This design comes from an exercise in tuning for small area, a short achievable clock period and few clock cycles on the open sky130 flow, not from production work. Only simulation tests tie the RTL to the original design; equivalence was not proved. Power figures rest on the tool's default switching activity, not on a simulated workload.

==> exp/fjord <==
==> flow/design.v <==
`default_nettype none
package isa_pkg;
    typedef logic [15:0] word_t;
    typedef enum logic [3:0] {
        op_nop  = 4'd0,
        op_jmp  = 4'd1,    
        op_call = 4'd2,    
        op_ret  = 4'd3,    
        op_halt = 4'd15
    } opcode_t;
    typedef struct packed {
        opcode_t     opcode;
        logic [11:0] operand;
    } instr_t;
endpackage
`default_nettype wire
`default_nettype none
package flow_pkg;
    typedef logic [15:0] addr_t;
    typedef struct packed {
        logic load_start;   
        logic load_instr;   
        logic load_stack;   
        logic incr;
    } pc_ctrl_t;
    typedef struct packed {
        logic push;
        logic pop;
    } sp_ctrl_t;
endpackage
`default_nettype wire
`timescale 1ns/1ps
`default_nettype none
module program_flow_unit
(
    input  logic  clk,
    input  logic  reset,
    input  logic  start,
    input  flow_pkg::addr_t start_addr,
    input  logic  prog_we,
    input  flow_pkg::addr_t prog_addr,
    input  isa_pkg::word_t prog_data,
    output flow_pkg::addr_t pc,
    output flow_pkg::addr_t sp,
    output logic  halted,
    output logic  fault,
    output logic  retire
);
    localparam int nw = 128;   
    logic              running;
    logic [3:0]        depth;    
    logic [15:0]       stk [8];
    logic [16*nw-1:0]  bank_e;
    logic [16*nw-1:0]  bank_o;
    logic [7:0]        lo_o, lo_e;
    logic [15:0]       hi_o, hi_e;
    logic wr;
    assign wr = prog_we & ~running;
    genvar gi;
    generate
        for (gi = 0; gi < nw; gi++) begin : g_row
            always_ff @(posedge clk) begin
                if (wr && prog_addr[7:1] == 7'(gi) && !prog_addr[0])
                    bank_e[16*gi +: 16] <= prog_data;
                if (wr && prog_addr[7:1] == 7'(gi) && prog_addr[0])
                    bank_o[16*gi +: 16] <= prog_data;
            end
        end
    endgenerate
    logic [nw-1:0] sel_e, sel_o;
    logic [15:0]   rd_e, rd_o;
    pfu_rowsel u_rowsel_e (.lo(lo_e), .hi(hi_e), .sel(sel_e));
    pfu_rowsel u_rowsel_o (.lo(lo_o), .hi(hi_o), .sel(sel_o));
    pfu_bankrd u_bankrd_e (.sel(sel_e), .words(bank_e), .rd(rd_e));
    pfu_bankrd u_bankrd_o (.sel(sel_o), .words(bank_o), .rd(rd_o));
    logic        full, empty;
    logic [15:0] pc_inc1, pc_inc2, top;
    assign full    = depth[3];
    assign empty   = (depth == 4'd0);
    assign pc_inc1 = pc + 16'd1;
    assign pc_inc2 = pc + 16'd2;
    assign top     = stk[3'(depth - 4'd1)];
    logic ae, ao, ld;
    assign ae = running & ~pc[0];    
    assign ao = running & pc[0];     
    assign ld = ~running & start;
    logic c0_tgt_e, c0_tgt_o, c0_ret, c0_inc, c0_stop, c0_fault, c0_call;
    logic c1_tgt_e, c1_tgt_o, c1_ret, c1_inc;
    logic c2_tgt_e, c2_tgt_o, c2_ret, c2_inc;
    pfu_ctl u_ctl_pc (
        .op_e(rd_e[15:12]), .op_o(rd_o[15:12]), .ae(ae), .ao(ao), .full(full), .empty(empty),
        .tgt_e(c0_tgt_e), .tgt_o(c0_tgt_o), .ret(c0_ret), .inc(c0_inc),
        .stop(c0_stop), .flt(c0_fault), .call(c0_call)
    );
    pfu_ctl u_ctl_ro (
        .op_e(rd_e[15:12]), .op_o(rd_o[15:12]), .ae(ae), .ao(ao), .full(full), .empty(empty),
        .tgt_e(c1_tgt_e), .tgt_o(c1_tgt_o), .ret(c1_ret), .inc(c1_inc),
        .stop(), .flt(), .call()
    );
    pfu_ctl u_ctl_re (
        .op_e(rd_e[15:12]), .op_o(rd_o[15:12]), .ae(ae), .ao(ao), .full(full), .empty(empty),
        .tgt_e(c2_tgt_e), .tgt_o(c2_tgt_o), .ret(c2_ret), .inc(c2_inc),
        .stop(), .flt(), .call()
    );
    logic [7:0]  eo_lo_o, eo_lo_e, oo_lo_o, oo_lo_e, r_lo_o, r_lo_e, s_lo_o, s_lo_e;
    logic [15:0] eo_hi_o, eo_hi_e, oo_hi_o, oo_hi_e, r_hi_o, r_hi_e, s_hi_o, s_hi_e;
    pfu_rowdec u_dec_te (.x(rd_e[7:0]),       .lo_o(eo_lo_o), .hi_o(eo_hi_o), .lo_e(eo_lo_e), .hi_e(eo_hi_e));
    pfu_rowdec u_dec_to (.x(rd_o[7:0]),       .lo_o(oo_lo_o), .hi_o(oo_hi_o), .lo_e(oo_lo_e), .hi_e(oo_hi_e));
    pfu_rowdec u_dec_r  (.x(top[7:0]),        .lo_o(r_lo_o),  .hi_o(r_hi_o),  .lo_e(r_lo_e),  .hi_e(r_hi_e));
    pfu_rowdec u_dec_s  (.x(start_addr[7:0]), .lo_o(s_lo_o),  .hi_o(s_hi_o),  .lo_e(s_lo_e),  .hi_e(s_hi_e));
    logic [7:0]  i_lo_o, i_lo_e;
    logic [15:0] i_hi_o, i_hi_e;
    assign i_lo_o = lo_e;
    assign i_hi_o = hi_e;
    assign i_lo_e = {lo_o[6:0], lo_o[7]};
    assign i_hi_e = lo_o[7] ? {hi_o[14:0], hi_o[15]} : hi_o;
    logic        keep;
    logic [15:0] base;
    assign keep = c0_stop | ~running;
    assign base = ld ? start_addr : pc;
    always_ff @(posedge clk or negedge reset) begin
        if (!reset) begin
            running <= 1'b0;
            pc      <= '0;
            fault   <= 1'b0;
            retire  <= 1'b0;
            depth   <= 4'd0;
        end else begin
            running <= (running & ~c0_stop) | ld;
            retire  <= running & ~c0_stop;
            if (ld)
                fault <= 1'b0;
            else if (c0_stop)
                fault <= c0_fault;
            if (c0_call)
                depth <= depth + 4'd1;
            else if (c0_ret)
                depth <= depth - 4'd1;
            pc <= ({16{c0_tgt_e}} & rd_e)
                | ({16{c0_tgt_o}} & rd_o)
                | ({16{c0_ret}}   & top)
                | ({16{c0_inc}}   & pc_inc1)
                | ({16{keep}}     & base);
        end
    end
    always_ff @(posedge clk) begin
        lo_o <= ({8{c1_tgt_e}} & eo_lo_o) | ({8{c1_tgt_o}} & oo_lo_o) | ({8{c1_ret}} & r_lo_o)
              | ({8{c1_inc}} & i_lo_o) | ({8{ld}} & s_lo_o);
        hi_o <= ({16{c1_tgt_e}} & eo_hi_o) | ({16{c1_tgt_o}} & oo_hi_o) | ({16{c1_ret}} & r_hi_o)
              | ({16{c1_inc}} & i_hi_o) | ({16{ld}} & s_hi_o);
        lo_e <= ({8{c2_tgt_e}} & eo_lo_e) | ({8{c2_tgt_o}} & oo_lo_e) | ({8{c2_ret}} & r_lo_e)
              | ({8{c2_inc}} & i_lo_e) | ({8{ld}} & s_lo_e);
        hi_e <= ({16{c2_tgt_e}} & eo_hi_e) | ({16{c2_tgt_o}} & oo_hi_e) | ({16{c2_ret}} & r_hi_e)
              | ({16{c2_inc}} & i_hi_e) | ({16{ld}} & s_hi_e);
    end
    always_ff @(posedge clk) begin
        if (running && !full)
            stk[depth[2:0]] <= pc_inc2;
    end
    assign halted = ~running;
    assign sp     = 16'h018F - {12'd0, depth};
endmodule
module pfu_ctl
(
    input  logic [3:0] op_e,
    input  logic [3:0] op_o,
    input  logic       ae,
    input  logic       ao,
    input  logic       full,
    input  logic       empty,
    output logic       tgt_e,
    output logic       tgt_o,
    output logic       ret,
    output logic       inc,
    output logic       stop,
    output logic       flt,
    output logic       call
);
    logic j_e, c_e, r_e, h_e, j_o, c_o, r_o, h_o;
    assign j_e = (op_e == 4'h1);
    assign c_e = (op_e == 4'h2);
    assign r_e = (op_e == 4'h3);
    assign h_e = (op_e == 4'hF);
    assign j_o = (op_o == 4'h1);
    assign c_o = (op_o == 4'h2);
    assign r_o = (op_o == 4'h3);
    assign h_o = (op_o == 4'hF);
    assign tgt_o = ae & (j_e | (c_e & ~full));
    assign tgt_e = ao & (j_o | (c_o & ~full));
    assign ret   = ~empty & ((ae & r_e) | (ao & r_o));
    assign inc   = (ae & ~(j_e | c_e | r_e | h_e)) | (ao & ~(j_o | c_o | r_o | h_o));
    assign stop  = (ae & (h_e | (c_e & full) | (r_e & empty)))
                 | (ao & (h_o | (c_o & full) | (r_o & empty)));
    assign flt   = (full & ((ae & c_e) | (ao & c_o))) | (empty & ((ae & r_e) | (ao & r_o)));
    assign call  = ~full & ((ae & c_e) | (ao & c_o));
endmodule
module pfu_rowdec
(
    input  logic [7:0]  x,
    output logic [7:0]  lo_o,
    output logic [15:0] hi_o,
    output logic [7:0]  lo_e,
    output logic [15:0] hi_e
);
    assign lo_o = 8'd1 << x[3:1];
    assign hi_o = 16'd1 << x[7:4];
    assign lo_e = x[0] ? {lo_o[6:0], lo_o[7]} : lo_o;
    assign hi_e = (x[0] & (x[3:1] == 3'd7)) ? {hi_o[14:0], hi_o[15]} : hi_o;
endmodule
module pfu_rowsel
(
    input  logic [7:0]   lo,
    input  logic [15:0]  hi,
    output logic [127:0] sel
);
    always_comb begin
        for (int i = 0; i < 128; i++) sel[i] = lo[i % 8] & hi[i / 8];
    end
endmodule
module pfu_bankrd
(
    input  logic [127:0]  sel,
    input  logic [2047:0] words,
    output logic [15:0]   rd
);
    always_comb begin
        rd = '0;
        for (int i = 0; i < 128; i++) rd = rd | ({16{sel[i]}} & words[16*i +: 16]);
    end
endmodule
`default_nettype wire
==> flow/run.sh <==
#!/bin/bash
# synth_recipe.tcl (not shown) runs the flow's synth.tcl, then flattens the netlist and writes it again
# the make line also repeats each setting of config.mk as NAME=value (left out here)
make -C /OpenROAD-flow-scripts/flow DESIGN_CONFIG=/design/flow/config.mk WORK_HOME=/design/flow/orfs CLKGATE_MAP_FILE= SYNTH_SCRIPT=/design/flow/synth_recipe.tcl finish
==> flow/config.mk <==
export PLATFORM = sky130hd
export DESIGN_NAME = program_flow_unit
export DESIGN_NICKNAME = program_flow_unit
export VERILOG_FILES = /design/flow/design.v
export SDC_FILE = /design/flow/constraint.sdc
export NUM_CORES = 4
export LEC_CHECK = 0
export CAP_MARGIN = 20
export CORE_MARGIN = 2
export CORE_UTILIZATION = 40
export CTS_CLUSTER_DIAMETER = 100
export CTS_CLUSTER_SIZE = 20
export PLACE_DENSITY = 0.6
export SETUP_SLACK_MARGIN = 2.5
export SLEW_MARGIN = 20
export SYNTH_HIERARCHICAL = 1
export SYNTH_MINIMUM_KEEP_SIZE = 0
==> flow/constraint.sdc <==
create_clock -name core_clock -period 6.0 [get_ports {clk}]
set_input_delay 1.2000 -clock core_clock [delete_from_list [all_inputs] [get_ports {clk}]]
set_output_delay 1.2000 -clock core_clock [all_outputs]
set_load 0.01 [all_outputs]
==> inputs of exp/nickel, as changes to exp/fjord <==
==> flow/design.v, changed modules only <==
module program_flow_unit
(
    input  logic  clk,
    input  logic  reset,
    input  logic  start,
    input  flow_pkg::addr_t start_addr,
    input  logic  prog_we,
    input  flow_pkg::addr_t prog_addr,
    input  isa_pkg::word_t prog_data,
    output flow_pkg::addr_t pc,
    output flow_pkg::addr_t sp,
    output logic  halted,
    output logic  fault,
    output logic  retire
);
    localparam int nw = 128;   
    logic              running;
    logic [3:0]        depth;    
    logic [15:0]       stk [8];
    logic [16*nw-1:0]  bank_e;
    logic [16*nw-1:0]  bank_o;
    logic [7:0]        lo_o, lo_e, lo_o2, lo_e2;
    logic [15:0]       hi_o, hi_e;
    logic wr;
    assign wr = prog_we & ~running;
    genvar gi;
    generate
        for (gi = 0; gi < nw; gi++) begin : g_row
            always_ff @(posedge clk) begin
                if (wr && prog_addr[7:1] == 7'(gi) && !prog_addr[0])
                    bank_e[16*gi +: 16] <= prog_data;
                if (wr && prog_addr[7:1] == 7'(gi) && prog_addr[0])
                    bank_o[16*gi +: 16] <= prog_data;
            end
        end
    endgenerate
    logic [nw-1:0] sel_e, sel_o;
    logic [15:0]   rd_e, rd_o;
    pfu_rowsel u_rowsel_e (.lo_a(lo_e), .lo_b(lo_e2), .hi(hi_e), .sel(sel_e));
    pfu_rowsel u_rowsel_o (.lo_a(lo_o), .lo_b(lo_o2), .hi(hi_o), .sel(sel_o));
    pfu_bankrd u_bankrd_e (.sel(sel_e), .words(bank_e), .rd(rd_e));
    pfu_bankrd u_bankrd_o (.sel(sel_o), .words(bank_o), .rd(rd_o));
    logic        full, empty;
    logic [15:0] pc_inc1, pc_inc2, top;
    assign full    = depth[3];
    assign empty   = (depth == 4'd0);
    assign pc_inc1 = pc + 16'd1;
    assign pc_inc2 = pc + 16'd2;
    assign top     = stk[3'(depth - 4'd1)];
    logic ae, ao, ld;
    assign ae = running & ~pc[0];    
    assign ao = running & pc[0];     
    assign ld = ~running & start;
    logic c0_tgt_e, c0_tgt_o, c0_ret, c0_inc, c0_stop, c0_fault, c0_call;
    logic c1_tgt_e, c1_tgt_o, c1_ret, c1_inc;
    logic c2_tgt_e, c2_tgt_o, c2_ret, c2_inc;
    pfu_ctl u_ctl_pc (
        .op_e(rd_e[15:12]), .op_o(rd_o[15:12]), .ae(ae), .ao(ao), .full(full), .empty(empty),
        .tgt_e(c0_tgt_e), .tgt_o(c0_tgt_o), .ret(c0_ret), .inc(c0_inc),
        .stop(c0_stop), .flt(c0_fault), .call(c0_call)
    );
    pfu_ctl u_ctl_ro (
        .op_e(rd_e[15:12]), .op_o(rd_o[15:12]), .ae(ae), .ao(ao), .full(full), .empty(empty),
        .tgt_e(c1_tgt_e), .tgt_o(c1_tgt_o), .ret(c1_ret), .inc(c1_inc),
        .stop(), .flt(), .call()
    );
    pfu_ctl u_ctl_re (
        .op_e(rd_e[15:12]), .op_o(rd_o[15:12]), .ae(ae), .ao(ao), .full(full), .empty(empty),
        .tgt_e(c2_tgt_e), .tgt_o(c2_tgt_o), .ret(c2_ret), .inc(c2_inc),
        .stop(), .flt(), .call()
    );
    logic [7:0]  eo_lo_o, eo_lo_e, oo_lo_o, oo_lo_e, r_lo_o, r_lo_e, s_lo_o, s_lo_e;
    logic [15:0] eo_hi_o, eo_hi_e, oo_hi_o, oo_hi_e, r_hi_o, r_hi_e, s_hi_o, s_hi_e;
    pfu_rowdec u_dec_te (.x(rd_e[7:0]),       .lo_o(eo_lo_o), .hi_o(eo_hi_o), .lo_e(eo_lo_e), .hi_e(eo_hi_e));
    pfu_rowdec u_dec_to (.x(rd_o[7:0]),       .lo_o(oo_lo_o), .hi_o(oo_hi_o), .lo_e(oo_lo_e), .hi_e(oo_hi_e));
    pfu_rowdec u_dec_r  (.x(top[7:0]),        .lo_o(r_lo_o),  .hi_o(r_hi_o),  .lo_e(r_lo_e),  .hi_e(r_hi_e));
    pfu_rowdec u_dec_s  (.x(start_addr[7:0]), .lo_o(s_lo_o),  .hi_o(s_hi_o),  .lo_e(s_lo_e),  .hi_e(s_hi_e));
    logic [7:0]  i_lo_o, i_lo_e;
    logic [15:0] i_hi_o, i_hi_e;
    assign i_lo_o = lo_e;
    assign i_hi_o = hi_e;
    assign i_lo_e = {lo_o[6:0], lo_o[7]};
    assign i_hi_e = lo_o[7] ? {hi_o[14:0], hi_o[15]} : hi_o;
    logic        keep;
    logic [15:0] base;
    assign keep = c0_stop | ~running;
    assign base = ld ? start_addr : pc;
    always_ff @(posedge clk or negedge reset) begin
        if (!reset) begin
            running <= 1'b0;
            pc      <= '0;
            fault   <= 1'b0;
            retire  <= 1'b0;
            depth   <= 4'd0;
        end else begin
            running <= (running & ~c0_stop) | ld;
            retire  <= running & ~c0_stop;
            if (ld)
                fault <= 1'b0;
            else if (c0_stop)
                fault <= c0_fault;
            if (c0_call)
                depth <= depth + 4'd1;
            else if (c0_ret)
                depth <= depth - 4'd1;
            pc <= ({16{c0_tgt_e}} & rd_e)
                | ({16{c0_tgt_o}} & rd_o)
                | ({16{c0_ret}}   & top)
                | ({16{c0_inc}}   & pc_inc1)
                | ({16{keep}}     & base);
        end
    end
    logic [7:0]  nlo_o, nlo_o2, nlo_e, nlo_e2;
    logic [15:0] nhi_o, nhi_e;
    pfu_sel5 #(8)  u_nlo_o  (.t_e(c1_tgt_e), .t_o(c1_tgt_o), .r(c1_ret), .i(c1_inc), .l(ld),
                             .a_te(eo_lo_o), .a_to(oo_lo_o), .a_r(r_lo_o), .a_i(i_lo_o), .a_l(s_lo_o), .y(nlo_o));
    pfu_sel5 #(8)  u_nlo_o2 (.t_e(c1_tgt_e), .t_o(c1_tgt_o), .r(c1_ret), .i(c1_inc), .l(ld),
                             .a_te(eo_lo_o), .a_to(oo_lo_o), .a_r(r_lo_o), .a_i(i_lo_o), .a_l(s_lo_o), .y(nlo_o2));
    pfu_sel5 #(16) u_nhi_o  (.t_e(c1_tgt_e), .t_o(c1_tgt_o), .r(c1_ret), .i(c1_inc), .l(ld),
                             .a_te(eo_hi_o), .a_to(oo_hi_o), .a_r(r_hi_o), .a_i(i_hi_o), .a_l(s_hi_o), .y(nhi_o));
    pfu_sel5 #(8)  u_nlo_e  (.t_e(c2_tgt_e), .t_o(c2_tgt_o), .r(c2_ret), .i(c2_inc), .l(ld),
                             .a_te(eo_lo_e), .a_to(oo_lo_e), .a_r(r_lo_e), .a_i(i_lo_e), .a_l(s_lo_e), .y(nlo_e));
    pfu_sel5 #(8)  u_nlo_e2 (.t_e(c2_tgt_e), .t_o(c2_tgt_o), .r(c2_ret), .i(c2_inc), .l(ld),
                             .a_te(eo_lo_e), .a_to(oo_lo_e), .a_r(r_lo_e), .a_i(i_lo_e), .a_l(s_lo_e), .y(nlo_e2));
    pfu_sel5 #(16) u_nhi_e  (.t_e(c2_tgt_e), .t_o(c2_tgt_o), .r(c2_ret), .i(c2_inc), .l(ld),
                             .a_te(eo_hi_e), .a_to(oo_hi_e), .a_r(r_hi_e), .a_i(i_hi_e), .a_l(s_hi_e), .y(nhi_e));
    always_ff @(posedge clk) begin
        lo_o  <= nlo_o;
        lo_o2 <= nlo_o2;
        hi_o  <= nhi_o;
        lo_e  <= nlo_e;
        lo_e2 <= nlo_e2;
        hi_e  <= nhi_e;
    end
    always_ff @(posedge clk) begin
        if (running && !full)
            stk[depth[2:0]] <= pc_inc2;
    end
    assign halted = ~running;
    assign sp     = 16'h018F - {12'd0, depth};
endmodule
module pfu_rowsel
(
    input  logic [7:0]   lo_a,
    input  logic [7:0]   lo_b,
    input  logic [15:0]  hi,
    output logic [127:0] sel
);
    always_comb begin
        for (int i = 0; i < 64; i++)   sel[i] = lo_a[i % 8] & hi[i / 8];
        for (int i = 64; i < 128; i++) sel[i] = lo_b[i % 8] & hi[i / 8];
    end
endmodule
module pfu_sel5 #(
    parameter int w = 8
) (
    input  logic         t_e,
    input  logic         t_o,
    input  logic         r,
    input  logic         i,
    input  logic         l,
    input  logic [w-1:0] a_te,
    input  logic [w-1:0] a_to,
    input  logic [w-1:0] a_r,
    input  logic [w-1:0] a_i,
    input  logic [w-1:0] a_l,
    output logic [w-1:0] y
);
    assign y = ({w{t_e}} & a_te) | ({w{t_o}} & a_to) | ({w{r}} & a_r) | ({w{i}} & a_i) | ({w{l}} & a_l);
endmodule
==> notes <==
- Sequential share of layout area is about the same in exp/nickel and exp/fjord.
- Between exp/fjord and exp/nickel, the lower clock skew is in exp/nickel (gap 0.0098 ns).
- Clock-buffer cell count: exp/nickel is higher than exp/fjord (2).
- In exp/nickel the global-route usage is higher than in exp/fjord, by 0.37 points.
- In critical path depth, exp/fjord and exp/nickel do not differ.
- Combinational power: exp/nickel is smaller than exp/fjord (18%).
- In exp/nickel the wire length is higher than in exp/fjord, by about 1.2%.
- Between exp/nickel and exp/fjord, the lower power is in exp/nickel (gap 3.0%, measured against exp/fjord).
- Between exp/fjord and exp/nickel, the lower sequential cell count is in exp/fjord (gap 16).
- Between exp/nickel and exp/fjord, the lower first-iteration DRC count is in exp/fjord (gap 7.5%, measured against exp/fjord).
- In exp/fjord the die area is smaller than in exp/nickel, by 0.27%.
Testbench counts of exp/fjord, summed over its fixed seeds: cycles 30,964.
Testbench counts of exp/nickel, summed over its fixed seeds: cycles 30,964.

## re-timing with driven ports
The flow's constraints put no driver on any port. The routed layouts listed below were extracted and timed again, unchanged, in two steps. Step 1, drivers: a clkbuf_16 drives clk and a buf_2 each remaining input, both assumed. Step 2 also shifts input and output timing later by t, the mid clock arrival at the registers, as if the neighbouring blocks saw the same clock. Three values: ideal, step 1, step 2; two values: the first two.
run	t (ns)	slack for setup (ns)	worst register clock-pin slew, ns
exp/fjord	1.058	1.778 / 1.778 / 1.343	0.10 / 0.10
exp/nickel	1.052	2.078 / 2.078 / 1.337	0.09 / 0.09
After both steps every run listed still meets setup and hold. For exp/nickel, which loses most, drivers alone change the setup slack by 0.000 ns; drivers and shift together by -0.741 ns.
